Source: an optimization exercise on an open RTL-to-GDS flow (aim: small area). Production flows keep margins and buffers that such runs may drop. RTL that was checked went through simulation tests only; none was proved equivalent to the original. Only the layout flow was run in run 4; the RTL was not checked for function there.

===== flow/config.mk =====
export PLATFORM = sky130hd
export DESIGN_NAME = muldiv_unit
export DESIGN_NICKNAME = muldiv_unit
export VERILOG_FILES = /design/flow/design.v
export SDC_FILE = /design/flow/constraint.sdc
export NUM_CORES = 4
export LEC_CHECK = 0
export CAP_MARGIN = 20
export CORE_MARGIN = 2
export CORE_UTILIZATION = 50
export SLEW_MARGIN = 20

===== flow/constraint.sdc =====
create_clock -name core_clock -period 10.5 [get_ports {clk}]
set_input_delay 2.1000 -clock core_clock [delete_from_list [all_inputs] [get_ports {clk}]]
set_output_delay 2.1000 -clock core_clock [all_outputs]
set_load 0.01 [all_outputs]

===== flow/design.v =====
module muldiv_unit #(
    parameter int unsigned MUL_CYCLES = 2,
    parameter int unsigned DIV_ITERS  = 32
) (
    input  logic        clk,
    input  logic        rst,
    input  logic        start,
    input  logic [1:0]  op,
    input  logic        flush,
    input  logic [31:0] srca,
    input  logic [31:0] srcb,
    output logic        stall,
    output logic        busy,
    output logic        done,
    output logic [31:0] hi,
    output logic [31:0] lo
);
    logic        act_q;           
    logic [5:0]  cnt_q;           
    logic [33:0] h_q;             
    logic [31:0] l_q;             
    logic        is_div, is_signed;
    logic [5:0]  ph;
    logic        sa, sb;
    logic [35:0] xa;              
    logic [32:0] bm;              
    logic        bzero;
    logic        ph0, ph1, ph2, div_last, div_end;
    assign is_div    = op[1];
    assign is_signed = ~op[0];
    assign ph        = act_q ? cnt_q : 6'd0;
    assign ph0       = ~act_q;
    assign ph1       = act_q & (cnt_q == 6'd1);
    assign ph2       = act_q & (cnt_q == 6'd2);
    assign sa        = is_signed & srca[31];
    assign sb        = is_signed & srcb[31];
    assign xa        = {sa, sa, sa, sa, srca};
    assign bm        = {sb, srcb};
    assign bzero     = (srcb == 32'd0);
    assign div_last  = div_q & act_q & (cnt_q == 6'd33);
    assign div_end   = act_q & (cnt_q == 6'd32);
    function automatic logic [2:0] booth(input logic [2:0] x);
        booth[0] = x[1] ^ x[0];                                             
        booth[1] = (x[2] & ~x[1] & ~x[0]) | (~x[2] & x[1] & x[0]);           
        booth[2] = x[2] & ~(x[1] & x[0]);                                   
    endfunction
    logic [12:0] xw0, xwn;
    logic [17:0] enc0, encn, enc_q;
    logic        div_q;           
    logic        sa_q, sb_q;      
    assign xw0 = {xa[11:0], 1'b0};
    assign xwn = ph0 ? xa[23:11] : xa[35:23];
    always_comb begin
        for (int j = 0; j < 6; j++) begin
            enc0[3*j +: 3] = is_div ? 3'b000 : booth(xw0[2*j +: 3]);
            encn[3*j +: 3] = is_div ? 3'b000 : booth(xwn[2*j +: 3]);
        end
    end
    logic [5:0] rone, rtwo, rneg;
    always_comb begin
        for (int j = 0; j < 6; j++) begin
            rone[j] = ph0 ? enc0[3*j]   : enc_q[3*j];
            rtwo[j] = ph0 ? enc0[3*j+1] : enc_q[3*j+1];
            rneg[j] = ph0 ? enc0[3*j+2] : enc_q[3*j+2];
        end
        if (~ph0 & div_q) begin
            rone[0] = ~div_last;
            rtwo[0] = div_last & h_q[33];
            rneg[0] = div_last ? (h_q[33] & (sb_q ^ sa_q)) : ~(h_q[33] ^ sb_q);
        end
    end
    logic [33:0] ppx0, ppx1, ppx2, ppx3, ppx4, ppx5;
    logic [33:0] bsel [6];
    always_comb begin
        for (int j = 0; j < 6; j++) begin
            bsel[j] = ({34{rone[j]}} & {bm[32], bm}) | ({34{rtwo[j]}} & {bm, 1'b0});
        end
    end
    assign ppx0 = bsel[0] ^ {34{rneg[0]}};
    assign ppx1 = bsel[1] ^ {34{rneg[1]}};
    assign ppx2 = bsel[2] ^ {34{rneg[2]}};
    assign ppx3 = bsel[3] ^ {34{rneg[3]}};
    assign ppx4 = bsel[4] ^ {34{rneg[4]}};
    assign ppx5 = bsel[5] ^ {34{rneg[5]}};
    logic [33:0] acc;
    logic        cin;
    assign cin = ph0 ? (is_div & sa) : (div_last & sa_q);
    assign acc = (ph0 ? (is_div ? {sa, sa, srca} : 34'd0) : h_q) ^ {34{cin}};
    logic [45:0] cpa_a, cpa_b, t;
    logic s1;
    logic c2;
    logic s3;
    logic c4;
    logic s5;
    logic c6;
    logic s7;
    logic c8;
    logic s9;
    logic c10;
    logic s11;
    logic c12;
    logic s13;
    logic c14;
    logic s15;
    logic c16;
    logic s17;
    logic c18;
    logic s19;
    logic c20;
    logic s21;
    logic c22;
    logic s23;
    logic c24;
    logic s25;
    logic c26;
    logic s27;
    logic c28;
    logic s29;
    logic c30;
    logic s31;
    logic c32;
    logic s33;
    logic c34;
    logic s35;
    logic c36;
    logic s37;
    logic c38;
    logic s39;
    logic c40;
    logic s41;
    logic c42;
    logic s43;
    logic c44;
    logic s45;
    logic c46;
    logic s47;
    logic c48;
    logic s49;
    logic c50;
    logic s51;
    logic c52;
    logic s53;
    logic c54;
    logic s55;
    logic c56;
    logic s57;
    logic c58;
    logic s59;
    logic c60;
    logic s61;
    logic c62;
    logic s63;
    logic c64;
    logic s65;
    logic c66;
    logic s67;
    logic c68;
    logic s69;
    logic c70;
    logic s71;
    logic c72;
    logic s73;
    logic c74;
    logic s75;
    logic c76;
    logic s77;
    logic c78;
    logic s79;
    logic c80;
    logic s81;
    logic c82;
    logic s83;
    logic c84;
    logic s85;
    logic c86;
    logic s87;
    logic c88;
    logic s89;
    logic c90;
    logic s91;
    logic c92;
    logic s93;
    logic c94;
    logic s95;
    logic c96;
    logic s97;
    logic c98;
    logic s99;
    logic c100;
    logic s101;
    logic c102;
    logic s103;
    logic c104;
    logic s105;
    logic c106;
    logic s107;
    logic c108;
    logic s109;
    logic c110;
    logic s111;
    logic c112;
    logic s113;
    logic c114;
    logic s115;
    logic c116;
    logic s117;
    logic c118;
    logic s119;
    logic c120;
    logic s121;
    logic c122;
    logic s123;
    logic c124;
    logic s125;
    logic c126;
    logic s127;
    logic c128;
    logic s129;
    logic c130;
    logic s131;
    logic c132;
    logic s133;
    logic c134;
    logic s135;
    logic c136;
    logic s137;
    logic c138;
    logic s139;
    logic c140;
    logic s141;
    logic c142;
    logic s143;
    logic c144;
    logic s145;
    logic c146;
    logic s147;
    logic c148;
    logic s149;
    logic c150;
    logic s151;
    logic c152;
    logic s153;
    logic c154;
    logic s155;
    logic c156;
    logic s157;
    logic c158;
    logic s159;
    logic c160;
    logic s161;
    logic c162;
    logic s163;
    logic c164;
    logic s165;
    logic c166;
    logic s167;
    logic c168;
    logic s169;
    logic c170;
    logic s171;
    logic c172;
    logic s173;
    logic c174;
    logic s175;
    logic c176;
    logic s177;
    logic c178;
    logic s179;
    logic c180;
    logic s181;
    logic c182;
    logic s183;
    logic c184;
    logic s185;
    logic c186;
    logic s187;
    logic c188;
    logic s189;
    logic c190;
    logic s191;
    logic c192;
    logic s193;
    logic c194;
    logic s195;
    logic c196;
    logic s197;
    logic c198;
    logic s199;
    logic c200;
    logic s201;
    logic c202;
    logic s203;
    logic c204;
    logic s205;
    logic c206;
    logic s207;
    logic c208;
    logic s209;
    logic c210;
    logic s211;
    logic c212;
    logic s213;
    logic c214;
    logic s215;
    logic c216;
    logic s217;
    logic c218;
    logic s219;
    logic c220;
    logic s221;
    logic c222;
    logic s223;
    logic c224;
    logic s225;
    logic c226;
    logic s227;
    logic c228;
    logic s229;
    logic c230;
    logic s231;
    logic c232;
    logic s233;
    logic c234;
    logic s235;
    logic c236;
    logic s237;
    logic c238;
    logic s239;
    logic c240;
    logic s241;
    logic c242;
    logic s243;
    logic c244;
    logic s245;
    logic c246;
    logic s247;
    logic c248;
    logic s249;
    logic c250;
    logic s251;
    logic c252;
    logic s253;
    logic c254;
    logic s255;
    logic c256;
    logic s257;
    logic c258;
    logic s259;
    logic c260;
    logic s261;
    logic c262;
    logic s263;
    logic c264;
    logic s265;
    logic c266;
    logic s267;
    logic c268;
    logic s269;
    logic c270;
    logic s271;
    logic c272;
    logic s273;
    logic c274;
    logic s275;
    logic c276;
    logic s277;
    logic c278;
    logic s279;
    logic c280;
    logic s281;
    logic c282;
    logic s283;
    logic c284;
    logic s285;
    logic c286;
    logic s287;
    logic c288;
    logic s289;
    logic c290;
    logic s291;
    logic c292;
    logic s293;
    logic c294;
    logic s295;
    logic c296;
    logic s297;
    logic c298;
    logic s299;
    logic c300;
    logic s301;
    logic c302;
    logic s303;
    logic c304;
    logic s305;
    logic c306;
    logic s307;
    logic c308;
    logic s309;
    logic c310;
    logic s311;
    logic c312;
    logic s313;
    logic c314;
    logic s315;
    logic c316;
    logic s317;
    logic c318;
    logic s319;
    logic c320;
    logic s321;
    logic c322;
    logic s323;
    logic c324;
    logic s325;
    logic c326;
    logic s327;
    logic c328;
    logic s329;
    logic c330;
    logic s331;
    logic c332;
    logic s333;
    logic c334;
    logic s335;
    logic c336;
    logic s337;
    logic c338;
    logic s339;
    logic c340;
    logic s341;
    logic c342;
    logic s343;
    logic c344;
    logic s345;
    logic c346;
    logic s347;
    logic c348;
    logic s349;
    logic c350;
    logic s351;
    logic c352;
    logic s353;
    logic c354;
    logic s355;
    logic c356;
    logic s357;
    logic c358;
    logic s359;
    logic c360;
    logic s361;
    logic c362;
    logic s363;
    logic c364;
    logic s365;
    logic c366;
    logic s367;
    logic c368;
    logic s369;
    logic c370;
    logic s371;
    logic c372;
    logic s373;
    logic c374;
    logic s375;
    logic c376;
    logic s377;
    logic c378;
    logic s379;
    logic c380;
    logic s381;
    logic c382;
    logic s383;
    logic c384;
    logic s385;
    logic c386;
    logic s387;
    logic c388;
    logic s389;
    logic c390;
    logic s391;
    logic c392;
    logic s393;
    logic c394;
    logic s395;
    logic c396;
    logic s397;
    logic c398;
    logic s399;
    logic c400;
    assign s1 = acc[8] ^ ppx0[8];
    assign c2 = acc[8] & ppx0[8];
    assign s3 = acc[9] ^ ppx0[9];
    assign c4 = acc[9] & ppx0[9];
    assign s5 = acc[10] ^ ppx0[10] ^ ppx1[8];
    assign c6 = (acc[10] & ppx0[10]) | (ppx1[8] & (acc[10] ^ ppx0[10]));
    assign s7 = ppx2[6] ^ ppx3[4];
    assign c8 = ppx2[6] & ppx3[4];
    assign s9 = acc[11] ^ ppx0[11] ^ ppx1[9];
    assign c10 = (acc[11] & ppx0[11]) | (ppx1[9] & (acc[11] ^ ppx0[11]));
    assign s11 = ppx2[7] ^ ppx3[5];
    assign c12 = ppx2[7] & ppx3[5];
    assign s13 = acc[12] ^ ppx0[12] ^ ppx1[10];
    assign c14 = (acc[12] & ppx0[12]) | (ppx1[10] & (acc[12] ^ ppx0[12]));
    assign s15 = ppx2[8] ^ ppx3[6];
    assign c16 = ppx2[8] & ppx3[6];
    assign s17 = acc[13] ^ ppx0[13] ^ ppx1[11];
    assign c18 = (acc[13] & ppx0[13]) | (ppx1[11] & (acc[13] ^ ppx0[13]));
    assign s19 = ppx2[9] ^ ppx3[7];
    assign c20 = ppx2[9] & ppx3[7];
    assign s21 = acc[14] ^ ppx0[14] ^ ppx1[12];
    assign c22 = (acc[14] & ppx0[14]) | (ppx1[12] & (acc[14] ^ ppx0[14]));
    assign s23 = ppx2[10] ^ ppx3[8];
    assign c24 = ppx2[10] & ppx3[8];
    assign s25 = acc[15] ^ ppx0[15] ^ ppx1[13];
    assign c26 = (acc[15] & ppx0[15]) | (ppx1[13] & (acc[15] ^ ppx0[15]));
    assign s27 = ppx2[11] ^ ppx3[9];
    assign c28 = ppx2[11] & ppx3[9];
    assign s29 = acc[16] ^ ppx0[16] ^ ppx1[14];
    assign c30 = (acc[16] & ppx0[16]) | (ppx1[14] & (acc[16] ^ ppx0[16]));
    assign s31 = ppx2[12] ^ ppx3[10];
    assign c32 = ppx2[12] & ppx3[10];
    assign s33 = acc[17] ^ ppx0[17] ^ ppx1[15];
    assign c34 = (acc[17] & ppx0[17]) | (ppx1[15] & (acc[17] ^ ppx0[17]));
    assign s35 = ppx2[13] ^ ppx3[11];
    assign c36 = ppx2[13] & ppx3[11];
    assign s37 = acc[18] ^ ppx0[18] ^ ppx1[16];
    assign c38 = (acc[18] & ppx0[18]) | (ppx1[16] & (acc[18] ^ ppx0[18]));
    assign s39 = ppx2[14] ^ ppx3[12];
    assign c40 = ppx2[14] & ppx3[12];
    assign s41 = acc[19] ^ ppx0[19] ^ ppx1[17];
    assign c42 = (acc[19] & ppx0[19]) | (ppx1[17] & (acc[19] ^ ppx0[19]));
    assign s43 = ppx2[15] ^ ppx3[13];
    assign c44 = ppx2[15] & ppx3[13];
    assign s45 = acc[20] ^ ppx0[20] ^ ppx1[18];
    assign c46 = (acc[20] & ppx0[20]) | (ppx1[18] & (acc[20] ^ ppx0[20]));
    assign s47 = ppx2[16] ^ ppx3[14];
    assign c48 = ppx2[16] & ppx3[14];
    assign s49 = acc[21] ^ ppx0[21] ^ ppx1[19];
    assign c50 = (acc[21] & ppx0[21]) | (ppx1[19] & (acc[21] ^ ppx0[21]));
    assign s51 = ppx2[17] ^ ppx3[15];
    assign c52 = ppx2[17] & ppx3[15];
    assign s53 = acc[22] ^ ppx0[22] ^ ppx1[20];
    assign c54 = (acc[22] & ppx0[22]) | (ppx1[20] & (acc[22] ^ ppx0[22]));
    assign s55 = ppx2[18] ^ ppx3[16];
    assign c56 = ppx2[18] & ppx3[16];
    assign s57 = acc[23] ^ ppx0[23] ^ ppx1[21];
    assign c58 = (acc[23] & ppx0[23]) | (ppx1[21] & (acc[23] ^ ppx0[23]));
    assign s59 = ppx2[19] ^ ppx3[17];
    assign c60 = ppx2[19] & ppx3[17];
    assign s61 = acc[24] ^ ppx0[24] ^ ppx1[22];
    assign c62 = (acc[24] & ppx0[24]) | (ppx1[22] & (acc[24] ^ ppx0[24]));
    assign s63 = ppx2[20] ^ ppx3[18];
    assign c64 = ppx2[20] & ppx3[18];
    assign s65 = acc[25] ^ ppx0[25] ^ ppx1[23];
    assign c66 = (acc[25] & ppx0[25]) | (ppx1[23] & (acc[25] ^ ppx0[25]));
    assign s67 = ppx2[21] ^ ppx3[19];
    assign c68 = ppx2[21] & ppx3[19];
    assign s69 = acc[26] ^ ppx0[26] ^ ppx1[24];
    assign c70 = (acc[26] & ppx0[26]) | (ppx1[24] & (acc[26] ^ ppx0[26]));
    assign s71 = ppx2[22] ^ ppx3[20];
    assign c72 = ppx2[22] & ppx3[20];
    assign s73 = acc[27] ^ ppx0[27] ^ ppx1[25];
    assign c74 = (acc[27] & ppx0[27]) | (ppx1[25] & (acc[27] ^ ppx0[27]));
    assign s75 = ppx2[23] ^ ppx3[21];
    assign c76 = ppx2[23] & ppx3[21];
    assign s77 = acc[28] ^ ppx0[28] ^ ppx1[26];
    assign c78 = (acc[28] & ppx0[28]) | (ppx1[26] & (acc[28] ^ ppx0[28]));
    assign s79 = ppx2[24] ^ ppx3[22];
    assign c80 = ppx2[24] & ppx3[22];
    assign s81 = acc[29] ^ ppx0[29] ^ ppx1[27];
    assign c82 = (acc[29] & ppx0[29]) | (ppx1[27] & (acc[29] ^ ppx0[29]));
    assign s83 = ppx2[25] ^ ppx3[23];
    assign c84 = ppx2[25] & ppx3[23];
    assign s85 = acc[30] ^ ppx0[30] ^ ppx1[28];
    assign c86 = (acc[30] & ppx0[30]) | (ppx1[28] & (acc[30] ^ ppx0[30]));
    assign s87 = ppx2[26] ^ ppx3[24];
    assign c88 = ppx2[26] & ppx3[24];
    assign s89 = acc[31] ^ ppx0[31] ^ ppx1[29];
    assign c90 = (acc[31] & ppx0[31]) | (ppx1[29] & (acc[31] ^ ppx0[31]));
    assign s91 = ppx2[27] ^ ppx3[25];
    assign c92 = ppx2[27] & ppx3[25];
    assign s93 = acc[32] ^ ppx0[32] ^ ppx1[30];
    assign c94 = (acc[32] & ppx0[32]) | (ppx1[30] & (acc[32] ^ ppx0[32]));
    assign s95 = ppx2[28] ^ ppx3[26];
    assign c96 = ppx2[28] & ppx3[26];
    assign s97 = ~acc[33] ^ ~ppx0[33] ^ ppx1[31];
    assign c98 = (~acc[33] & ~ppx0[33]) | (ppx1[31] & (~acc[33] ^ ~ppx0[33]));
    assign s99 = ppx2[29] ^ ppx3[27];
    assign c100 = ppx2[29] & ppx3[27];
    assign s101 = ppx1[32] ^ ppx2[30] ^ ppx3[28];
    assign c102 = (ppx1[32] & ppx2[30]) | (ppx3[28] & (ppx1[32] ^ ppx2[30]));
    assign s103 = acc[4] ^ ppx0[4];
    assign c104 = acc[4] & ppx0[4];
    assign s105 = acc[5] ^ ppx0[5];
    assign c106 = acc[5] & ppx0[5];
    assign s107 = acc[6] ^ ppx0[6] ^ ppx1[4];
    assign c108 = (acc[6] & ppx0[6]) | (ppx1[4] & (acc[6] ^ ppx0[6]));
    assign s109 = ppx2[2] ^ ppx3[0];
    assign c110 = ppx2[2] & ppx3[0];
    assign s111 = acc[7] ^ ppx0[7] ^ ppx1[5];
    assign c112 = (acc[7] & ppx0[7]) | (ppx1[5] & (acc[7] ^ ppx0[7]));
    assign s113 = ppx2[3] ^ ppx3[1];
    assign c114 = ppx2[3] & ppx3[1];
    assign s115 = s1 ^ ppx1[6] ^ ppx2[4];
    assign c116 = (s1 & ppx1[6]) | (ppx2[4] & (s1 ^ ppx1[6]));
    assign s117 = ppx3[2] ^ ppx4[0] ^ rneg[4];
    assign c118 = (ppx3[2] & ppx4[0]) | (rneg[4] & (ppx3[2] ^ ppx4[0]));
    assign s119 = c2 ^ s3 ^ ppx1[7];
    assign c120 = (c2 & s3) | (ppx1[7] & (c2 ^ s3));
    assign s121 = ppx2[5] ^ ppx3[3] ^ ppx4[1];
    assign c122 = (ppx2[5] & ppx3[3]) | (ppx4[1] & (ppx2[5] ^ ppx3[3]));
    assign s123 = c4 ^ s5 ^ s7;
    assign c124 = (c4 & s5) | (s7 & (c4 ^ s5));
    assign s125 = ppx4[2] ^ ppx5[0] ^ rneg[5];
    assign c126 = (ppx4[2] & ppx5[0]) | (rneg[5] & (ppx4[2] ^ ppx5[0]));
    assign s127 = c6 ^ c8 ^ s9;
    assign c128 = (c6 & c8) | (s9 & (c6 ^ c8));
    assign s129 = s11 ^ ppx4[3] ^ ppx5[1];
    assign c130 = (s11 & ppx4[3]) | (ppx5[1] & (s11 ^ ppx4[3]));
    assign s131 = c10 ^ c12 ^ s13;
    assign c132 = (c10 & c12) | (s13 & (c10 ^ c12));
    assign s133 = s15 ^ ppx4[4] ^ ppx5[2];
    assign c134 = (s15 & ppx4[4]) | (ppx5[2] & (s15 ^ ppx4[4]));
    assign s135 = c14 ^ c16 ^ s17;
    assign c136 = (c14 & c16) | (s17 & (c14 ^ c16));
    assign s137 = s19 ^ ppx4[5] ^ ppx5[3];
    assign c138 = (s19 & ppx4[5]) | (ppx5[3] & (s19 ^ ppx4[5]));
    assign s139 = c18 ^ c20 ^ s21;
    assign c140 = (c18 & c20) | (s21 & (c18 ^ c20));
    assign s141 = s23 ^ ppx4[6] ^ ppx5[4];
    assign c142 = (s23 & ppx4[6]) | (ppx5[4] & (s23 ^ ppx4[6]));
    assign s143 = c22 ^ c24 ^ s25;
    assign c144 = (c22 & c24) | (s25 & (c22 ^ c24));
    assign s145 = s27 ^ ppx4[7] ^ ppx5[5];
    assign c146 = (s27 & ppx4[7]) | (ppx5[5] & (s27 ^ ppx4[7]));
    assign s147 = c26 ^ c28 ^ s29;
    assign c148 = (c26 & c28) | (s29 & (c26 ^ c28));
    assign s149 = s31 ^ ppx4[8] ^ ppx5[6];
    assign c150 = (s31 & ppx4[8]) | (ppx5[6] & (s31 ^ ppx4[8]));
    assign s151 = c30 ^ c32 ^ s33;
    assign c152 = (c30 & c32) | (s33 & (c30 ^ c32));
    assign s153 = s35 ^ ppx4[9] ^ ppx5[7];
    assign c154 = (s35 & ppx4[9]) | (ppx5[7] & (s35 ^ ppx4[9]));
    assign s155 = c34 ^ c36 ^ s37;
    assign c156 = (c34 & c36) | (s37 & (c34 ^ c36));
    assign s157 = s39 ^ ppx4[10] ^ ppx5[8];
    assign c158 = (s39 & ppx4[10]) | (ppx5[8] & (s39 ^ ppx4[10]));
    assign s159 = c38 ^ c40 ^ s41;
    assign c160 = (c38 & c40) | (s41 & (c38 ^ c40));
    assign s161 = s43 ^ ppx4[11] ^ ppx5[9];
    assign c162 = (s43 & ppx4[11]) | (ppx5[9] & (s43 ^ ppx4[11]));
    assign s163 = c42 ^ c44 ^ s45;
    assign c164 = (c42 & c44) | (s45 & (c42 ^ c44));
    assign s165 = s47 ^ ppx4[12] ^ ppx5[10];
    assign c166 = (s47 & ppx4[12]) | (ppx5[10] & (s47 ^ ppx4[12]));
    assign s167 = c46 ^ c48 ^ s49;
    assign c168 = (c46 & c48) | (s49 & (c46 ^ c48));
    assign s169 = s51 ^ ppx4[13] ^ ppx5[11];
    assign c170 = (s51 & ppx4[13]) | (ppx5[11] & (s51 ^ ppx4[13]));
    assign s171 = c50 ^ c52 ^ s53;
    assign c172 = (c50 & c52) | (s53 & (c50 ^ c52));
    assign s173 = s55 ^ ppx4[14] ^ ppx5[12];
    assign c174 = (s55 & ppx4[14]) | (ppx5[12] & (s55 ^ ppx4[14]));
    assign s175 = c54 ^ c56 ^ s57;
    assign c176 = (c54 & c56) | (s57 & (c54 ^ c56));
    assign s177 = s59 ^ ppx4[15] ^ ppx5[13];
    assign c178 = (s59 & ppx4[15]) | (ppx5[13] & (s59 ^ ppx4[15]));
    assign s179 = c58 ^ c60 ^ s61;
    assign c180 = (c58 & c60) | (s61 & (c58 ^ c60));
    assign s181 = s63 ^ ppx4[16] ^ ppx5[14];
    assign c182 = (s63 & ppx4[16]) | (ppx5[14] & (s63 ^ ppx4[16]));
    assign s183 = c62 ^ c64 ^ s65;
    assign c184 = (c62 & c64) | (s65 & (c62 ^ c64));
    assign s185 = s67 ^ ppx4[17] ^ ppx5[15];
    assign c186 = (s67 & ppx4[17]) | (ppx5[15] & (s67 ^ ppx4[17]));
    assign s187 = c66 ^ c68 ^ s69;
    assign c188 = (c66 & c68) | (s69 & (c66 ^ c68));
    assign s189 = s71 ^ ppx4[18] ^ ppx5[16];
    assign c190 = (s71 & ppx4[18]) | (ppx5[16] & (s71 ^ ppx4[18]));
    assign s191 = c70 ^ c72 ^ s73;
    assign c192 = (c70 & c72) | (s73 & (c70 ^ c72));
    assign s193 = s75 ^ ppx4[19] ^ ppx5[17];
    assign c194 = (s75 & ppx4[19]) | (ppx5[17] & (s75 ^ ppx4[19]));
    assign s195 = c74 ^ c76 ^ s77;
    assign c196 = (c74 & c76) | (s77 & (c74 ^ c76));
    assign s197 = s79 ^ ppx4[20] ^ ppx5[18];
    assign c198 = (s79 & ppx4[20]) | (ppx5[18] & (s79 ^ ppx4[20]));
    assign s199 = c78 ^ c80 ^ s81;
    assign c200 = (c78 & c80) | (s81 & (c78 ^ c80));
    assign s201 = s83 ^ ppx4[21] ^ ppx5[19];
    assign c202 = (s83 & ppx4[21]) | (ppx5[19] & (s83 ^ ppx4[21]));
    assign s203 = c82 ^ c84 ^ s85;
    assign c204 = (c82 & c84) | (s85 & (c82 ^ c84));
    assign s205 = s87 ^ ppx4[22] ^ ppx5[20];
    assign c206 = (s87 & ppx4[22]) | (ppx5[20] & (s87 ^ ppx4[22]));
    assign s207 = c86 ^ c88 ^ s89;
    assign c208 = (c86 & c88) | (s89 & (c86 ^ c88));
    assign s209 = s91 ^ ppx4[23] ^ ppx5[21];
    assign c210 = (s91 & ppx4[23]) | (ppx5[21] & (s91 ^ ppx4[23]));
    assign s211 = c90 ^ c92 ^ s93;
    assign c212 = (c90 & c92) | (s93 & (c90 ^ c92));
    assign s213 = s95 ^ ppx4[24] ^ ppx5[22];
    assign c214 = (s95 & ppx4[24]) | (ppx5[22] & (s95 ^ ppx4[24]));
    assign s215 = c94 ^ c96 ^ s97;
    assign c216 = (c94 & c96) | (s97 & (c94 ^ c96));
    assign s217 = s99 ^ ppx4[25] ^ ppx5[23];
    assign c218 = (s99 & ppx4[25]) | (ppx5[23] & (s99 ^ ppx4[25]));
    assign s219 = c98 ^ c100 ^ s101;
    assign c220 = (c98 & c100) | (s101 & (c98 ^ c100));
    assign s221 = ppx4[26] ^ ppx5[24] ^ 1'b1;
    assign c222 = (ppx4[26] & ppx5[24]) | (1'b1 & (ppx4[26] ^ ppx5[24]));
    assign s223 = c102 ^ ~ppx1[33] ^ ppx2[31];
    assign c224 = (c102 & ~ppx1[33]) | (ppx2[31] & (c102 ^ ~ppx1[33]));
    assign s225 = ppx3[29] ^ ppx4[27] ^ ppx5[25];
    assign c226 = (ppx3[29] & ppx4[27]) | (ppx5[25] & (ppx3[29] ^ ppx4[27]));
    assign s227 = ppx2[32] ^ ppx3[30] ^ ppx4[28];
    assign c228 = (ppx2[32] & ppx3[30]) | (ppx4[28] & (ppx2[32] ^ ppx3[30]));
    assign s229 = ppx5[26] ^ 1'b1;
    assign c230 = ppx5[26] & 1'b1;
    assign s231 = ~ppx2[33] ^ ppx3[31] ^ ppx4[29];
    assign c232 = (~ppx2[33] & ppx3[31]) | (ppx4[29] & (~ppx2[33] ^ ppx3[31]));
    assign s233 = ppx3[32] ^ ppx4[30];
    assign c234 = ppx3[32] & ppx4[30];
    assign s235 = acc[0] ^ ppx0[0];
    assign c236 = acc[0] & ppx0[0];
    assign s237 = acc[2] ^ ppx0[2];
    assign c238 = acc[2] & ppx0[2];
    assign s239 = acc[3] ^ ppx0[3];
    assign c240 = acc[3] & ppx0[3];
    assign s241 = s103 ^ ppx1[2] ^ ppx2[0];
    assign c242 = (s103 & ppx1[2]) | (ppx2[0] & (s103 ^ ppx1[2]));
    assign s243 = c104 ^ s105 ^ ppx1[3];
    assign c244 = (c104 & s105) | (ppx1[3] & (c104 ^ s105));
    assign s245 = c106 ^ s107 ^ s109;
    assign c246 = (c106 & s107) | (s109 & (c106 ^ s107));
    assign s247 = c108 ^ c110 ^ s111;
    assign c248 = (c108 & c110) | (s111 & (c108 ^ c110));
    assign s249 = c112 ^ c114 ^ s115;
    assign c250 = (c112 & c114) | (s115 & (c112 ^ c114));
    assign s251 = c116 ^ c118 ^ s119;
    assign c252 = (c116 & c118) | (s119 & (c116 ^ c118));
    assign s253 = c120 ^ c122 ^ s123;
    assign c254 = (c120 & c122) | (s123 & (c120 ^ c122));
    assign s255 = c124 ^ c126 ^ s127;
    assign c256 = (c124 & c126) | (s127 & (c124 ^ c126));
    assign s257 = c128 ^ c130 ^ s131;
    assign c258 = (c128 & c130) | (s131 & (c128 ^ c130));
    assign s259 = c132 ^ c134 ^ s135;
    assign c260 = (c132 & c134) | (s135 & (c132 ^ c134));
    assign s261 = c136 ^ c138 ^ s139;
    assign c262 = (c136 & c138) | (s139 & (c136 ^ c138));
    assign s263 = c140 ^ c142 ^ s143;
    assign c264 = (c140 & c142) | (s143 & (c140 ^ c142));
    assign s265 = c144 ^ c146 ^ s147;
    assign c266 = (c144 & c146) | (s147 & (c144 ^ c146));
    assign s267 = c148 ^ c150 ^ s151;
    assign c268 = (c148 & c150) | (s151 & (c148 ^ c150));
    assign s269 = c152 ^ c154 ^ s155;
    assign c270 = (c152 & c154) | (s155 & (c152 ^ c154));
    assign s271 = c156 ^ c158 ^ s159;
    assign c272 = (c156 & c158) | (s159 & (c156 ^ c158));
    assign s273 = c160 ^ c162 ^ s163;
    assign c274 = (c160 & c162) | (s163 & (c160 ^ c162));
    assign s275 = c164 ^ c166 ^ s167;
    assign c276 = (c164 & c166) | (s167 & (c164 ^ c166));
    assign s277 = c168 ^ c170 ^ s171;
    assign c278 = (c168 & c170) | (s171 & (c168 ^ c170));
    assign s279 = c172 ^ c174 ^ s175;
    assign c280 = (c172 & c174) | (s175 & (c172 ^ c174));
    assign s281 = c176 ^ c178 ^ s179;
    assign c282 = (c176 & c178) | (s179 & (c176 ^ c178));
    assign s283 = c180 ^ c182 ^ s183;
    assign c284 = (c180 & c182) | (s183 & (c180 ^ c182));
    assign s285 = c184 ^ c186 ^ s187;
    assign c286 = (c184 & c186) | (s187 & (c184 ^ c186));
    assign s287 = c188 ^ c190 ^ s191;
    assign c288 = (c188 & c190) | (s191 & (c188 ^ c190));
    assign s289 = c192 ^ c194 ^ s195;
    assign c290 = (c192 & c194) | (s195 & (c192 ^ c194));
    assign s291 = c196 ^ c198 ^ s199;
    assign c292 = (c196 & c198) | (s199 & (c196 ^ c198));
    assign s293 = c200 ^ c202 ^ s203;
    assign c294 = (c200 & c202) | (s203 & (c200 ^ c202));
    assign s295 = c204 ^ c206 ^ s207;
    assign c296 = (c204 & c206) | (s207 & (c204 ^ c206));
    assign s297 = c208 ^ c210 ^ s211;
    assign c298 = (c208 & c210) | (s211 & (c208 ^ c210));
    assign s299 = c212 ^ c214 ^ s215;
    assign c300 = (c212 & c214) | (s215 & (c212 ^ c214));
    assign s301 = c216 ^ c218 ^ s219;
    assign c302 = (c216 & c218) | (s219 & (c216 ^ c218));
    assign s303 = c220 ^ c222 ^ s223;
    assign c304 = (c220 & c222) | (s223 & (c220 ^ c222));
    assign s305 = c224 ^ c226 ^ s227;
    assign c306 = (c224 & c226) | (s227 & (c224 ^ c226));
    assign s307 = c228 ^ c230 ^ s231;
    assign c308 = (c228 & c230) | (s231 & (c228 ^ c230));
    assign s309 = c232 ^ s233 ^ ppx5[28];
    assign c310 = (c232 & s233) | (ppx5[28] & (c232 ^ s233));
    assign s311 = c234 ^ ~ppx3[33] ^ ppx4[31];
    assign c312 = (c234 & ~ppx3[33]) | (ppx4[31] & (c234 ^ ~ppx3[33]));
    assign s313 = ppx4[32] ^ ppx5[30];
    assign c314 = ppx4[32] & ppx5[30];
    assign s315 = s235 ^ rneg[0];
    assign c316 = s235 & rneg[0];
    assign s317 = c236 ^ acc[1] ^ ppx0[1];
    assign c318 = (c236 & acc[1]) | (ppx0[1] & (c236 ^ acc[1]));
    assign s319 = s237 ^ ppx1[0] ^ rneg[1];
    assign c320 = (s237 & ppx1[0]) | (rneg[1] & (s237 ^ ppx1[0]));
    assign s321 = c238 ^ s239 ^ ppx1[1];
    assign c322 = (c238 & s239) | (ppx1[1] & (c238 ^ s239));
    assign s323 = c240 ^ s241 ^ rneg[2];
    assign c324 = (c240 & s241) | (rneg[2] & (c240 ^ s241));
    assign s325 = c242 ^ s243 ^ ppx2[1];
    assign c326 = (c242 & s243) | (ppx2[1] & (c242 ^ s243));
    assign s327 = c244 ^ s245 ^ rneg[3];
    assign c328 = (c244 & s245) | (rneg[3] & (c244 ^ s245));
    assign s329 = c246 ^ s247 ^ s113;
    assign c330 = (c246 & s247) | (s113 & (c246 ^ s247));
    assign s331 = c248 ^ s249 ^ s117;
    assign c332 = (c248 & s249) | (s117 & (c248 ^ s249));
    assign s333 = c250 ^ s251 ^ s121;
    assign c334 = (c250 & s251) | (s121 & (c250 ^ s251));
    assign s335 = c252 ^ s253 ^ s125;
    assign c336 = (c252 & s253) | (s125 & (c252 ^ s253));
    assign s337 = c254 ^ s255 ^ s129;
    assign c338 = (c254 & s255) | (s129 & (c254 ^ s255));
    assign s339 = c256 ^ s257 ^ s133;
    assign c340 = (c256 & s257) | (s133 & (c256 ^ s257));
    assign s341 = c258 ^ s259 ^ s137;
    assign c342 = (c258 & s259) | (s137 & (c258 ^ s259));
    assign s343 = c260 ^ s261 ^ s141;
    assign c344 = (c260 & s261) | (s141 & (c260 ^ s261));
    assign s345 = c262 ^ s263 ^ s145;
    assign c346 = (c262 & s263) | (s145 & (c262 ^ s263));
    assign s347 = c264 ^ s265 ^ s149;
    assign c348 = (c264 & s265) | (s149 & (c264 ^ s265));
    assign s349 = c266 ^ s267 ^ s153;
    assign c350 = (c266 & s267) | (s153 & (c266 ^ s267));
    assign s351 = c268 ^ s269 ^ s157;
    assign c352 = (c268 & s269) | (s157 & (c268 ^ s269));
    assign s353 = c270 ^ s271 ^ s161;
    assign c354 = (c270 & s271) | (s161 & (c270 ^ s271));
    assign s355 = c272 ^ s273 ^ s165;
    assign c356 = (c272 & s273) | (s165 & (c272 ^ s273));
    assign s357 = c274 ^ s275 ^ s169;
    assign c358 = (c274 & s275) | (s169 & (c274 ^ s275));
    assign s359 = c276 ^ s277 ^ s173;
    assign c360 = (c276 & s277) | (s173 & (c276 ^ s277));
    assign s361 = c278 ^ s279 ^ s177;
    assign c362 = (c278 & s279) | (s177 & (c278 ^ s279));
    assign s363 = c280 ^ s281 ^ s181;
    assign c364 = (c280 & s281) | (s181 & (c280 ^ s281));
    assign s365 = c282 ^ s283 ^ s185;
    assign c366 = (c282 & s283) | (s185 & (c282 ^ s283));
    assign s367 = c284 ^ s285 ^ s189;
    assign c368 = (c284 & s285) | (s189 & (c284 ^ s285));
    assign s369 = c286 ^ s287 ^ s193;
    assign c370 = (c286 & s287) | (s193 & (c286 ^ s287));
    assign s371 = c288 ^ s289 ^ s197;
    assign c372 = (c288 & s289) | (s197 & (c288 ^ s289));
    assign s373 = c290 ^ s291 ^ s201;
    assign c374 = (c290 & s291) | (s201 & (c290 ^ s291));
    assign s375 = c292 ^ s293 ^ s205;
    assign c376 = (c292 & s293) | (s205 & (c292 ^ s293));
    assign s377 = c294 ^ s295 ^ s209;
    assign c378 = (c294 & s295) | (s209 & (c294 ^ s295));
    assign s379 = c296 ^ s297 ^ s213;
    assign c380 = (c296 & s297) | (s213 & (c296 ^ s297));
    assign s381 = c298 ^ s299 ^ s217;
    assign c382 = (c298 & s299) | (s217 & (c298 ^ s299));
    assign s383 = c300 ^ s301 ^ s221;
    assign c384 = (c300 & s301) | (s221 & (c300 ^ s301));
    assign s385 = c302 ^ s303 ^ s225;
    assign c386 = (c302 & s303) | (s225 & (c302 ^ s303));
    assign s387 = c304 ^ s305 ^ s229;
    assign c388 = (c304 & s305) | (s229 & (c304 ^ s305));
    assign s389 = c306 ^ s307 ^ ppx5[27];
    assign c390 = (c306 & s307) | (ppx5[27] & (c306 ^ s307));
    assign s391 = c308 ^ s309 ^ 1'b1;
    assign c392 = (c308 & s309) | (1'b1 & (c308 ^ s309));
    assign s393 = c310 ^ s311 ^ ppx5[29];
    assign c394 = (c310 & s311) | (ppx5[29] & (c310 ^ s311));
    assign s395 = c312 ^ s313 ^ 1'b1;
    assign c396 = (c312 & s313) | (1'b1 & (c312 ^ s313));
    assign s397 = c314 ^ ~ppx4[33] ^ ppx5[31];
    assign c398 = (c314 & ~ppx4[33]) | (ppx5[31] & (c314 ^ ~ppx4[33]));
    assign s399 = ppx5[32] ^ 1'b1;
    assign c400 = ppx5[32] & 1'b1;
    assign cpa_a = {1'b1, 1'b1, c400, c398, c396, c394, c392, c390, c388, c386, c384, c382, c380, c378, c376, c374, c372, c370, c368, c366, c364, c362, c360, c358, c356, c354, c352, c350, c348, c346, c344, c342, c340, c338, c336, c334, c332, c330, c328, c326, c324, c322, c320, c318, c316, s315};
    assign cpa_b = {1'b0, 1'b0, ~ppx5[33], s399, s397, s395, s393, s391, s389, s387, s385, s383, s381, s379, s377, s375, s373, s371, s369, s367, s365, s363, s361, s359, s357, s355, s353, s351, s349, s347, s345, s343, s341, s339, s337, s335, s333, s331, s329, s327, s325, s323, s321, s319, s317, cin};
    assign t = cpa_a + cpa_b;
    logic [31:0] q_out, r_out;
    assign r_out = t[32:1];
    logic        qneg;
    logic [31:0] lor;
    assign qneg = is_signed & (srca[31] ^ srcb[31]) & ~bzero;
    always_comb begin
        lor[0] = 1'b0;
        for (int i = 1; i < 32; i++) lor[i] = lor[i-1] | l_q[i-1];
    end
    assign q_out = l_q ^ ({32{qneg}} & lor);
    logic done_c;
    assign done_c = act_q & (is_div ? (cnt_q == 6'd33) : (cnt_q == 6'd2));
    always_ff @(posedge clk) begin
        if (rst) begin
            act_q <= 1'b0;
        end else begin
            act_q <= start & ~flush & ~done_c;
        end
        cnt_q <= act_q ? cnt_q + 6'd1 : 6'd1;
        enc_q <= encn;
        div_q <= is_div;
        sa_q  <= sa;
        sb_q  <= sb;
        if (is_div) begin
            if (ph0) begin
                h_q <= {33'd0, t[31]};
                l_q <= t[31:0];
            end else begin
                h_q <= {t[32:0], div_end ? 1'b0 : l_q[30]};
                l_q <= {l_q[30:0], ~t[33]};
            end
        end else begin
            h_q <= t[45:12];
            l_q <= {t[11:0], l_q[31:12]};
        end
    end
    assign done  = done_c;
    assign busy  = act_q & ~done_c;
    assign stall = start & ~done_c;
    assign hi    = is_div ? r_out : t[39:8];
    assign lo    = is_div ? q_out : {t[7:0], l_q[31:8]};
endmodule

===== flow/flow/run.sh =====
#!/bin/bash
# Standard synthesis and layout (standard.sh), with faster port buffers than the
# resizer's default pick, so the input-to-output paths of the last multiply pass
# need less timing repair.
set -euo pipefail
export BUFFER_PORTS_ARGS="-buffer_cell sky130_fd_sc_hd__buf_2"
bash standard.sh synth > synth.log 2>&1
bash standard.sh finish > layout.log 2>&1

===== flow/standard.sh =====
#!/bin/bash
# synth_recipe.tcl (not shown) runs the flow's synth.tcl, then flattens the netlist and writes it again
# the make line also repeats each setting of config.mk as NAME=value (left out here)
make -C /OpenROAD-flow-scripts/flow DESIGN_CONFIG=/design/flow/config.mk WORK_HOME=/design/flow/orfs CLKGATE_MAP_FILE= SYNTH_SCRIPT=/design/flow/synth_recipe.tcl "${@:-finish}"

==> summary.txt, run 1 <==
die height=183 um; I/O Pins=137; TritonRoute pass-1 iters=8; Final ANT Viol Nets=0; Worst Setup End Kind=output port; site row count=65; Synth warnings=2; Post-Syn Instances=1934; Seq/Total Area, Yosys=11.7%; Final #Nets=2367; Vias=15300; PortBufs=136; crit-path cells=buf_2, inv_1, or3_1, a21oi_4, buf_12, xor2_1, fa_1, inv_1, fa_1, fa_1, fa_1, ha_1, nand3_1, a211o_1, a21o_1, a311oi_1, buf_4, a41oi_1, xnor2_1, buf_4, nand2_1, o21ai_0, buf_2; fin crit period=10350 ps; final period utilization=98.6%; DRT iter0 DRCs=1665; antenna violations before repair=2; Distinct cells, synth=68; via/cell ratio=6.24; unrepaired setup endpoints after global routing=no; endpoints failing hold=0; final setup vio count=0; top_reg_cell synth=dfxtp_1; outcome=complete, no violations; Mapped Avg Cell Area=8.32 sq um; Critical-path top delay cell=fa_1; synthesis-to-finish area growth=13.4%; most numerous cell on the critical path=fa_1; largest net degree at the start of global routing=80; Hold/Removal Path Class=reg -> reg; critical path's largest stage delay=580 ps; commonest cells after routing, fill and taps aside=216 x a22oi_1, 188 x inv_1, 181 x xnor2_1; WL per Instance=23.6 um; critical path's top delay family=adder cells; Worst Tran Pin Value=1030 ps; die area=33600 sq um; core area=31600 sq um; Final GP Congestion=0.954; crit path kind=in -> out; Area after DPL=17800 sq um; Post-Syn Area=16100 sq um; fmax=96.6 MHz; CTS Buffer Depth=2; max-cap viol count=0; CTS tree=built; All-Layer GR Usage=34.7%; Post-synth ARST share=0%; worst-skew pair later-pin latency=350 ps; register bit count reported by yosys=94; crit path max fanout=17; Clock Sinks=94; DP HPWL=44800 um; Non-Filler Instances=2451; first-pass GRT wire length=89600 um; H-tree levels=3; Die Width=183 um; crit path launch type=input port; syn_nets=2259; number of CTS-inserted buffers=9; Post-Route WL=57900 um; Worst-path clk slew=70 ps; commonest non-fill, non-tap cell in the layout=a22oi_1; cts hold-fix bufs=0; fin area=18200 sq um; max_slew headroom=29.9%; FF-to-FF setup slack=2950 ps; detailed-route DRC error count=0; CTS root buffer=clkbuf_16; Clock Skew=11.0 ps; final setup TNS=0 ps; Worst Path Required=8400 ps; CP bufs+invs=7; GRT overflow=0; Placed Instances=2428; EDFF count, synth=0; layout cell share with drive strength beyond 1=15.8%; vias in the first global route=14700; Slew Limit Fails=0; Critical Path AT=8250 ps; Starting Density=50.9%
[cells by family (layout without fill, tap and decap cells)]
kind of cell / after synthesis / after routing / synth area share [%]
adder cells (fa/ha/maj): 255 / 255 / 27.2
AO/OA/AOI/OAI: 563 / 563 / 23.4
AND/OR/NAND/NOR: 316 / 316 / 9.87
multiplexers: 41 / 41 / 2.64
flip-flops: 94 / 94 / 11.7
buffers and inverters: 353 / 466 / 8.25
XOR/XNOR: 312 / 312 / 17.0
other: 0 / 2 / 0
[path summary, 6_finish.rpt]
path | startpoint | to | depth (start not counted)
hold reg to reg | cnt_q[0] | cnt_q[0] | 1
hold / removal | cnt_q[0] | cnt_q[0] | 1
setup / recovery | srca[1] | hi[13] | 23
setup reg to reg | act_q | h_q[32] | 22
[per-layer routing]
layer	global-route usage [%]	wire, um
met5	0	0
met4	7.33	1090
met3	4.75	5430
met2	52.7	25400
met1	52.4	26000
[worst register-to-register path, cell delays in order (launching register included)]
cell,delay [ps]
dfxtp_4,900
nand4_1,520
a21boi_4,280
buf_12,200
xnor2_1,200
fa_1,500
inv_1,50
fa_1,520
fa_1,610
fa_1,440
ha_1,330
buf_4,140
nand3_1,100
buf_4,150
nor3_1,260
nor3_1,70
o21ai_1,190
a31oi_1,160
buf_4,190
a2111oi_0,880
nor3_1,150
o21ai_0,420
o21ai_0,160
[state kept, by name (all words and copies together), names as in the netlist]
signal,count
enc_q,18
act_q,1
h_q,34
cnt_q,6
l_q,32
sb_q,1
div_q,1
sa_q,1
[cells in the mapped netlist, drive strengths merged (12+ instances only)]
library cell	instances	area share, %
nor3	24	0.75
nor2	86	2.0
dfxtp	94	12
buf	26	0.61
a21oi	127	4.0
o22ai	26	1.0
inv	189	4.4
clkbuf	136	3.2
a21o	26	1.2
fa	157	20
nand2	78	1.8
xor2	130	7.1
a22oi	216	10
nand3	18	0.56
nor4	12	0.56
mux2i	30	1.9
nor2b	24	0.93
xnor2	182	9.9
o21ai	73	2.3
ha	98	7.6
[what timing repair did]
action                                  in CTS  in global routing
gates cloned                                 0                  1
endpoints found under the setup margin       2                 14
setup buffers                                0                  4
resized for setup                            1                 16
pin swaps                                    0                  1
[through the flow]
step / hold slack [ps] / utilization, % / worst slack [ps]
6_report: 456 / 57.7 / 147
4_1_cts: 448 / 57.2 / -6.90
3_5_place_dp: 431 / 56.2 / -37.4
2_1_floorplan: 408 / - / 51.9
3_3_place_gp: 427 / 56.2 / 44.9
5_1_grt: 476 / 57.7 / 4.48
[cell type report]
| class | instances | area [sq um] |
|---|---|---|
| well taps | 402 | 503 |
| fillers | 2954 | 13400 |
| inverters | 191 | 717 |
| repair buffers | 259 | 1810 |
| multi-input cells | 1487 | 13000 |
| diodes | 2 | 5.00 |
| flip-flops and latches | 94 | 1890 |
| clock buffers | 10 | 239 |
| clock inverters | 6 | 90.1 |
==> run 2: changes to the inputs <==
--- a/flow/config.mk
+++ b/flow/config.mk
@@ -5,7 +5,7 @@
 export SDC_FILE = /design/flow/constraint.sdc
 export NUM_CORES = 4
 export LEC_CHECK = 0
-export CAP_MARGIN = 20
+export CAP_MARGIN = 0
 export CORE_MARGIN = 2
 export CORE_UTILIZATION = 50
-export SLEW_MARGIN = 20
+export SLEW_MARGIN = 0
==> summary.txt, run 2 <==
Distinct cells, synth=68; CTS Buffer Depth=2; max_slew headroom=29.9%; final setup vio count=0; fmax=96.6 MHz; max FFs per register=34; Clock Skew=11.0 ps; CTS root buffer=clkbuf_16; most numerous cell on the critical path=fa_1; EDFF count, synth=0; fin crit period=10350 ps; DP HPWL=44800 um; I/O Pins=137; commonest non-fill, non-tap cell in the layout=a22oi_1; detailed-route DRC error count=0; endpoints failing hold=0; top-count cell post-synth=a22oi_1; worst-skew pair later-pin latency=350 ps; core area=31600 sq um; Hold/Removal Path Class=reg -> reg; Worst Tran Pin Value=1030 ps; crit path launch type=input port; final period utilization=98.6%; CTS tree=built; Vias=15300; crit path max fanout=17; Area after DPL=17800 sq um; TritonRoute pass-1 iters=8; largest net degree at the start of global routing=80; commonest cells after routing, fill and taps aside=216 x a22oi_1, 188 x inv_1, 181 x xnor2_1; Critical-path top delay cell=fa_1; outcome=complete, no violations; site row count=65; die height=183 um; fill count=2954; first-pass GRT wire length=89600 um; synth cell count leaders=216 x a22oi_1, 188 x inv_1, 182 x xnor2_1; die area=33600 sq um; Starting Density=50.9%; Top reg by flops=h_q; vias in the first global route=14700; Worst Setup End Kind=output port; unrepaired setup endpoints after global routing=no; Critical Path AT=8250 ps; Worst-path clk slew=70 ps; top cells by area, synth=fa_1 20%, dfxtp_1 12%, a22oi_1 10%; post-synth top area cell=fa_1; via/cell ratio=6.24; Post-Syn Instances=1934; Final GP Congestion=0.954; Final ANT Viol Nets=0; PortBufs=136; H-tree levels=3; Synth warnings=2; critical path's largest stage delay=580 ps; DRT iter0 DRCs=1665; Clock Sinks=94; hold_ws=456 ps; GRT overflow=0; crit path kind=in -> out; critical path's top delay family=adder cells; Final #Nets=2367; CP bufs+invs=7; Post-synth ARST share=0%; Seq/Total Area, Yosys=11.7%; number of CTS-inserted buffers=9; Worst Path Required=8400 ps; fin util=57.7%; antenna violations before repair=2; Mapped Avg Cell Area=8.32 sq um; WL per Instance=23.6 um; All-Layer GR Usage=34.7%; layout cell share with drive strength beyond 1=15.8%; Die Width=183 um; register bit count reported by yosys=94; fin area=18200 sq um; syn_nets=2259; top cell type's share of synthesized area=19.5%; Post-Syn Area=16100 sq um; crit-path cells=buf_2, inv_1, or3_1, a21oi_4, buf_12, xor2_1, fa_1, inv_1, fa_1, fa_1, fa_1, ha_1, nand3_1, a211o_1, a21o_1, a311oi_1, buf_4, a41oi_1, xnor2_1, buf_4, nand2_1, o21ai_0, buf_2; Largest regs=h_q x34, l_q x32, enc_q x18; final setup TNS=0 ps; Slew Limit Fails=0; Post-Route WL=57900 um; synthesis-to-finish area growth=13.4%; max-cap viol count=0; top_reg_cell synth=dfxtp_1
run 2: cell counts in the layout (fill, tap and decap cells not counted):
No cell type changed its count.
run 2: area by class of cell:
cell class	instances	area (sq um)	share of cell area [%]
diodes	2	5.00	0.0274
clock buffers	10	239	1.31
clock inverters	6	90.1	0.494
inverters	191	717	3.93
multi-input cells	1487	13000	71.3
flip-flops and latches	94	1890	10.3
well taps	402	503	2.76
repair buffers	259	1810	9.90
run 2: path summary, 6_finish.rpt:
| kind | depth (start not counted) | slack [ps] | to | from |
|---|---|---|---|---|
| max reg2reg | 22 | 2950 | h_q[32] | act_q |
| max | 23 | 150 | hi[13] | srca[1] |
| min | 1 | 460 | cnt_q[0] | cnt_q[0] |
| min reg2reg | 1 | 460 | cnt_q[0] | cnt_q[0] |
run 2: worst register-to-register path: cells and delay by family (launching register included):
| family | cells | cell delay (ps) |
|---|---|---|
| AO/OA/AOI/OAI | 6 | 2090 |
| XOR/XNOR | 1 | 200 |
| adder cells (fa/ha/maj) | 5 | 2400 |
| buffers and inverters | 5 | 730 |
| flip-flops | 1 | 900 |
| AND/OR/NAND/NOR | 5 | 1100 |
run 2: metrics by stage:
stage / std cells / worst slack (ps)
floorplan: 1934 / 51.9
global placement: 2428 / 44.9
detailed placement: 2428 / -37.4
CTS: 2444 / -6.90
global route: 2449 / 4.48
finish: 2451 / 147
run 2: logic make-up after synthesis:
family | Yosys count | share of synthesized area (%)
XOR/XNOR | 312 | 17.0
AND/OR/NAND/NOR | 316 | 9.87
adder cells (fa/ha/maj) | 255 | 27.2
flip-flops | 94 | 11.7
AO/OA/AOI/OAI | 563 | 23.4
buffers and inverters | 353 | 8.25
multiplexers | 41 | 2.64
run 2: repair_timing:
action	4_1_cts	5_1_grt
buffers inserted	0	4
hold buffers	0	0
gates cloned	0	1
pin swaps	0	1
endpoints found under the setup margin	2	14
gates resized for setup	1	16
run 2: layer usage:
layer / up-vias / wire length, um / part of all wire (%) / GRT usage, %
met5: - / 0 / 0 / 0
met4: 0 / 1090 / 1.9 / 7.33
met3: 62 / 5430 / 9.4 / 4.75
met2: 797 / 25400 / 44 / 52.7
met1: 7503 / 26000 / 45 / 52.4
li1: 6920 / - / - / -
==> run 3: changes to the inputs <==
==> flow/run.sh (new file) <==
#!/bin/bash
# synth_recipe.tcl (not shown) runs the flow's synth.tcl, then flattens the netlist and writes it again
# the make line also repeats each setting of config.mk as NAME=value (left out here)
make -C /OpenROAD-flow-scripts/flow DESIGN_CONFIG=/design/flow/config.mk WORK_HOME=/design/flow/orfs CLKGATE_MAP_FILE= SYNTH_SCRIPT=/design/flow/synth_recipe.tcl finish
--- a/flow/config.mk
+++ b/flow/config.mk
@@ -5,7 +5,7 @@
 export SDC_FILE = /design/flow/constraint.sdc
 export NUM_CORES = 4
 export LEC_CHECK = 0
-export CAP_MARGIN = 0
+export CAP_MARGIN = 20
 export CORE_MARGIN = 2
 export CORE_UTILIZATION = 50
-export SLEW_MARGIN = 0
+export SLEW_MARGIN = 20
removed: flow/flow/run.sh
removed: flow/standard.sh
==> summary.txt, run 3 <==
CTS root buffer=clkbuf_16; Final ANT Viol Nets=0; most numerous cell on the critical path=buf_4; crit path max fanout=11; Distinct cells, synth=68; max FFs per register=34; EDFF count, synth=0; post-synth top area cell=fa_1; Largest regs=h_q x34, l_q x32, enc_q x18; Mapped Avg Cell Area=8.32 sq um; All-Layer GR Usage=35.1%; Top reg by flops=h_q; top-count cell post-synth=a22oi_1; fin crit period=10520 ps; max-cap viol count=0; Seq/Total Area, Yosys=11.7%; I/O Pins=137; Worst-path clk slew=70 ps; synthesis-to-finish area growth=30.9%; top cells by area, synth=fa_1 20%, dfxtp_1 12%, a22oi_1 10%; synth cell count leaders=216 x a22oi_1, 188 x inv_1, 182 x xnor2_1; Die Width=183 um; worst slack at placement=-643 ps; Worst Tran Pin Value=874 ps; die height=183 um; number of CTS-inserted buffers=9; crit path launch type=input port; Post-Syn Instances=1934; Synth warnings=2; max_slew headroom=41.8%; Vias=16100; die area=33600 sq um; top cell type's share of synthesized area=19.5%; commonest cells after routing, fill and taps aside=310 x buf_4, 205 x a22oi_1, 187 x inv_1; antenna cells=0; CP bufs+invs=9; core area=31600 sq um; layout cell share with drive strength beyond 1=20.8%; Final GP Congestion=0.964; CTS tree=built; worst-skew pair later-pin latency=350 ps; Clock Skew=13.0 ps; hold_ws=467 ps; via/cell ratio=6.03; crit path kind=in -> out; PortBufs=136; first-pass GRT wire length=90800 um; Final #Nets=2580; cts hold-fix bufs=0; TritonRoute pass-1 iters=6; H-tree levels=3; commonest non-fill, non-tap cell in the layout=buf_4; unrepaired setup endpoints after global routing=yes; Blocking Checks=setup timing; PnR worst setup slack=-15.8 ps; register bit count reported by yosys=94; endpoints failing hold=0; Worst Path Required=8400 ps; fmax=95.1 MHz; Post-synth ARST share=0%; WL per Instance=22.3 um; largest net degree at the start of global routing=92; Worst Setup End Kind=output port; GRT overflow=0; RR Startpoint=cnt_q[4]; hold_sp=cnt_q[0]; Post-Route WL=59500 um; Post-Syn Area=16100 sq um; syn_nets=2259; top_reg_cell synth=dfxtp_1; outcome=complete, but fails checks; final setup TNS=-15.8 ps; final setup vio count=1; Starting Density=50.9%; Clock Sinks=94; DP HPWL=47500 um; antenna violations before repair=0; detailed-route DRC error count=0; DRT iter0 DRCs=1769; critical path's largest stage delay=560 ps; Critical Path AT=8420 ps; vias in the first global route=15300; Hold/Removal Path Class=reg -> reg; final period utilization=100%; site row count=65; critical path's top delay family=adder cells; Critical-path top delay cell=fa_1; CTS Buffer Depth=2; CP startpoint=srca[31]; Slew Limit Fails=0
==> run 3: cell counts after synthesis <==
No cell type changed its count.
==> run 3: path summary, 6_finish.rpt <==
| check | end | slack [ps] | cells after the start |
|---|---|---|---|
| max | hi[29] | -20 | 26 |
| min | cnt_q[0] | 470 | 1 |
| max reg2reg | h_q[32] | 3390 | 25 |
| min reg2reg | cnt_q[0] | 470 | 1 |
==> run 3: cell families after synthesis <==
family | after synthesis | share of synthesized area [%]
AO/OA/AOI/OAI | 563 | 23.4
multiplexers | 41 | 2.64
buffers and inverters | 353 | 8.25
XOR/XNOR | 312 | 17.0
adder cells (fa/ha/maj) | 255 | 27.2
AND/OR/NAND/NOR | 316 | 9.87
flip-flops | 94 | 11.7
==> run 3: final cells by class <==
cell class	count	area (sq um)
inverters	191	717
repair buffers	472	4150
fillers	2724	10600
clock buffers	10	239
multi-input cells	1487	13500
flip-flops and latches	94	1890
clock inverters	6	73.8
well taps	402	503
==> run 3: repair_timing <==
item                       CTS  global route
buffers inserted             4            12
gates resized for setup     52            80
gates cloned                 0             2
pin swaps                   15            46
setup endpoints to repair   25            25
==> run 3: per-stage QoR <==
stage	util, %	cell area (sq um)	cells
after floorplan	-	16100	1934
after global placement	63.3	20000	2628
after detailed placement	63.3	20000	2628
after CTS	64.9	20500	2648
after global routing	66.6	21100	2662
final	66.6	21100	2662
==> run 3: worst register-to-register path, cell delays in order (launching register included) <==
cell and delay [ps]:
dfxtp_1 340, nor3_1 280, and3_1 350, nand4_1 420, a21boi_4 310, buf_12 160
xnor2_1 430, fa_1 500, inv_1 90, fa_1 420, fa_1 590, fa_1 450
ha_1 340, nand3_1 120, buf_4 160, nor2_1 100, nand3_1 140, o21ai_0 190
buf_4 160, a31oi_1 100, buf_4 180, a2111oi_0 430, buf_4 230, nor3_1 70
o21ai_0 290, o21ai_0 130
==> run 3: layer usage <==
metal	vias up	track usage (%)	wire (um)
li1	7326	-	-
met1	7794	54.3	26800
met2	860	52.3	25500
met3	80	4.67	5850
met4	0	6.59	1320
met5	-	0	0
==> run 4: changes to the inputs <==
--- a/flow/design.v
+++ b/flow/design.v
@@ -25,20 +25,20 @@
     logic [35:0] xa;              
     logic [32:0] bm;              
     logic        bzero;
-    logic        ph0, ph1, ph2, div_last, div_end;
+    logic        ph0, div_abs, div_end, div_last;
+    logic        p0_q, e33_q, e34_q;    
     assign is_div    = op[1];
     assign is_signed = ~op[0];
     assign ph        = act_q ? cnt_q : 6'd0;
     assign ph0       = ~act_q;
-    assign ph1       = act_q & (cnt_q == 6'd1);
-    assign ph2       = act_q & (cnt_q == 6'd2);
     assign sa        = is_signed & srca[31];
     assign sb        = is_signed & srcb[31];
     assign xa        = {sa, sa, sa, sa, srca};
     assign bm        = {sb, srcb};
     assign bzero     = (srcb == 32'd0);
-    assign div_last  = div_q & act_q & (cnt_q == 6'd33);
-    assign div_end   = act_q & (cnt_q == 6'd32);
+    assign div_abs   = act_q & p0_q;
+    assign div_end   = act_q & e33_q;
+    assign div_last  = div_q & act_q & e34_q;
     function automatic logic [2:0] booth(input logic [2:0] x);
         booth[0] = x[1] ^ x[0];                                             
         booth[1] = (x[2] & ~x[1] & ~x[0]) | (~x[2] & x[1] & x[0]);           
@@ -52,7 +52,7 @@
     assign xwn = ph0 ? xa[23:11] : xa[35:23];
     always_comb begin
         for (int j = 0; j < 6; j++) begin
-            enc0[3*j +: 3] = is_div ? 3'b000 : booth(xw0[2*j +: 3]);
+            enc0[3*j +: 3] = booth(xw0[2*j +: 3]);
             encn[3*j +: 3] = is_div ? 3'b000 : booth(xwn[2*j +: 3]);
         end
     end
@@ -64,9 +64,9 @@
             rneg[j] = ph0 ? enc0[3*j+2] : enc_q[3*j+2];
         end
         if (~ph0 & div_q) begin
-            rone[0] = ~div_last;
+            rone[0] = ~div_last & ~div_abs;
             rtwo[0] = div_last & h_q[33];
-            rneg[0] = div_last ? (h_q[33] & (sb_q ^ sa_q)) : ~(h_q[33] ^ sb_q);
+            rneg[0] = div_last ? (h_q[33] & (sb_q ^ sa_q)) : (~div_abs & ~(h_q[33] ^ sb_q));
         end
     end
     logic [33:0] ppx0, ppx1, ppx2, ppx3, ppx4, ppx5;
@@ -84,8 +84,8 @@
     assign ppx5 = bsel[5] ^ {34{rneg[5]}};
     logic [33:0] acc;
     logic        cin;
-    assign cin = ph0 ? (is_div & sa) : (div_last & sa_q);
-    assign acc = (ph0 ? (is_div ? {sa, sa, srca} : 34'd0) : h_q) ^ {34{cin}};
+    assign cin = div_q & sa_q & (div_abs | div_last);
+    assign acc = (ph0 ? 34'd0 : h_q) ^ {34{cin}};
     logic [45:0] cpa_a, cpa_b, t;
     logic s1;
     logic c2;
@@ -901,7 +901,7 @@
     end
     assign q_out = l_q ^ ({32{qneg}} & lor);
     logic done_c;
-    assign done_c = act_q & (is_div ? (cnt_q == 6'd33) : (cnt_q == 6'd2));
+    assign done_c = act_q & (is_div ? (cnt_q == 6'd34) : (cnt_q == 6'd2));
     always_ff @(posedge clk) begin
         if (rst) begin
             act_q <= 1'b0;
@@ -909,12 +909,18 @@
             act_q <= start & ~flush & ~done_c;
         end
         cnt_q <= act_q ? cnt_q + 6'd1 : 6'd1;
+        p0_q  <= ~act_q;
+        e33_q <= act_q & (cnt_q == 6'd32);
+        e34_q <= act_q & (cnt_q == 6'd33);
         enc_q <= encn;
         div_q <= is_div;
         sa_q  <= sa;
         sb_q  <= sb;
         if (is_div) begin
             if (ph0) begin
+                h_q <= {2'b00, srca};
+                l_q <= {l_q[30:0], ~t[33]};
+            end else if (div_abs) begin
                 h_q <= {33'd0, t[31]};
                 l_q <= t[31:0];
             end else begin
==> flow/flow/run.sh (new file) <==
#!/bin/bash
# Standard synthesis and layout (standard.sh), with faster port buffers than the
# resizer's default pick, so the input-to-output paths of the last multiply pass
# need less timing repair.
set -euo pipefail
export BUFFER_PORTS_ARGS="-buffer_cell sky130_fd_sc_hd__buf_2"
bash standard.sh synth > synth.log 2>&1
bash standard.sh finish > layout.log 2>&1
==> flow/standard.sh (new file) <==
#!/bin/bash
# synth_recipe.tcl (not shown) runs the flow's synth.tcl, then flattens the netlist and writes it again
# the make line also repeats each setting of config.mk as NAME=value (left out here)
make -C /OpenROAD-flow-scripts/flow DESIGN_CONFIG=/design/flow/config.mk WORK_HOME=/design/flow/orfs CLKGATE_MAP_FILE= SYNTH_SCRIPT=/design/flow/synth_recipe.tcl "${@:-finish}"
removed: flow/run.sh
==> summary.txt, run 4 <==
CTS tree=built; Post-Syn Area=16300 sq um; I/O Pins=137; Clock Sinks=97; vias in the first global route=14700; DRT iter0 DRCs=1631; detailed-route DRC error count=0; PortBufs=136; Worst Setup End Kind=output port; fin area=18100 sq um; Post-synth ARST share=0%; Die Width=185 um; first-pass GRT wire length=88500 um; max-cap viol count=0; top-count cell post-synth=inv_1; Vias=15400; H-tree levels=3; WL per Instance=22.6 um; synthesis-to-finish area growth=11.0%; RR Startpoint=act_q; All-Layer GR Usage=34.1%; antenna cells=0; synth cell count leaders=195 x inv_1, 188 x a22oi_1, 171 x xor2_1; CTS Buffer Depth=2; WL met3=5980 um; via/cell ratio=6.07; post-synth top area cell=fa_1; Starting Density=50.5%; commonest cells after routing, fill and taps aside=195 x inv_1, 187 x a22oi_1, 170 x nand2_1, 170 x xor2_1, 157 x fa_1; DR WL met2=24400 um; final setup vio count=0; crit path kind=in -> out; Final #Nets=2418; Worst R2R End=h_q[24]; Mapped Avg Cell Area=8.06 sq um; cts hold-fix bufs=0; R2R depth=27; Clock Skew=12.7 ps; Top reg by flops=h_q; hold depth=1; crit path max fanout=15; Largest regs=h_q x34, l_q x32, enc_q x18; number of CTS-inserted buffers=9; unrepaired setup endpoints after global routing=yes; site row count=66; fin crit period=10200 ps; Final ANT Viol Nets=0; Hold Path End=cnt_q[0]; DP HPWL=44200 um; Distinct cells, synth=67; Worst Path Required=8400 ps; FF-to-FF setup slack=3230 ps; fmax=98.0 MHz; GRT overflow=0; Worst-path clk slew=80 ps; crit path launch type=input port; Critical Path AT=8100 ps; outcome=complete, no violations; top_reg_cell synth=dfxtp_1; register bit count reported by yosys=97; Highest Signal Layer=met5; final period utilization=97.1%; final setup TNS=0 ps; Worst Tran Pin Value=1030 ps; largest net degree at the start of global routing=105; Final GP Congestion=0.934; hold_sp=cnt_q[0]; core area=32400 sq um
-- run 4: cell types whose count changed in the layout (fill, tap and decap cells not counted), moves of 20 or more --
cell / previous run / this run
o22ai_1: 25 / 5
nand2_1: 77 / 170
buf_4: 310 / 68
buf_2: 1 / 135
a31oi_1: 6 / 26
xor2_1: 125 / 170
o21ai_0: 62 / 84
xnor2_1: 176 / 137
clkdlybuf4s50_1: 111 / 0
-- run 4: cell families after synthesis --
logic type | after synthesis | synth area share [%]
AO/OA/AOI/OAI | 561 | 22.7
AND/OR/NAND/NOR | 422 | 12.1
buffers and inverters | 355 | 8.25
XOR/XNOR | 311 | 16.7
adder cells (fa/ha/maj) | 255 | 26.7
flip-flops | 97 | 11.9
multiplexers | 27 | 1.74
-- run 4: cell type report --
class,count,area (sq um)
Inverter,196,736
Clock inverter,7,61.3
Multi-Input combinational cell,1576,13200
Sequential cell,97,1950
Fill cell,3110,14200
Timing Repair Buffer,213,1380
Tap cell,442,553
Clock buffer,9,225
-- run 4: how the worst max path moves through the flow --
stage,from,end,slack (ps),depth (start not counted)
after CTS,srca[2],hi[24],110,24
final,srca[2],hi[18],300,24
after global routing,srca[2],hi[31],4,23
after detailed placement,srca[2],hi[31],150,22
after floorplan,srca[1],hi[31],670,22
after global placement,srca[2],hi[24],180,24
-- run 4: metal layers --
metal	global-route usage [%]	vias to the layer above
met2	49.8	847
met1	52.3	7461
met5	0	-
met4	7.97	2
met3	5.54	76
li1	-	7020
-- run 4: worst max-delay path: stages --
cell and delay [ps]:
buf_2 130, ha_1 270, mux2_4 390, buf_4 220, a22oi_1 220, xnor2_1 120
fa_1 550, inv_1 60, fa_1 480, fa_1 580, fa_1 450, ha_1 330
buf_4 150, o2111ai_1 120, nor3_1 160, o21ai_1 180, a211oi_1 310, o2111ai_1 170
a21oi_1 200, xor2_1 180, buf_4 180, nor2_1 60, a21oi_1 270, buf_2 200
-- run 4: what timing repair did --
item,in CTS,in global routing
buffers inserted,0,1
gates resized for setup,0,17
setup endpoints to repair,0,12
-- run 4: stage by stage --
stage                     setup slack (ps)  std cells  utilization (%)  hold slack [ps]
after global routing                  3.66       2540             56.1              498
after detailed placement               153       2523             54.9              439
after global placement                 176       2523             54.9              436
final                                  301       2540             56.1              453
after CTS                              113       2539             55.8              456
after floorplan                        666       2028                -              408

## re-timing with driven ports
The flow's constraints put no driver on any port. The routed layouts listed below were extracted and timed again, unchanged, in two steps. Step 1 assumes that a clkbuf_16 drives the clock port and a buf_2 every other input. Step 2 adds t to the input delays and takes it off the output delays; t is the mean of the earliest and latest rising clock arrival at the registers after step 1. Input paths then give back, and output paths get back, about the clock's delay inside the block. Slacks: ideal ports / drivers / drivers and shift; pairs: ideal ports / drivers.
run | t, ns | setup WS [ns] | worst hold slack (ns) | worst slew at a driven data input, ns
run 1 | 0.393 | 0.147 / 0.125 / 0.125 | 0.456 / 0.456 / 0.456 | 0.07
run 2 | 0.393 | 0.147 / 0.125 / 0.125 | 0.456 / 0.456 / 0.456 | 0.07
run 3 | 0.390 | -0.016 / -0.038 / -0.038 | 0.467 / 0.467 / 0.467 | 0.05
run 4 | 0.401 | 0.301 / 0.278 / 0.278 | 0.453 / 0.453 / 0.453 | 0.07
For run 4, which loses most, drivers alone change the setup slack by -0.023 ns; drivers and shift together by -0.023 ns.
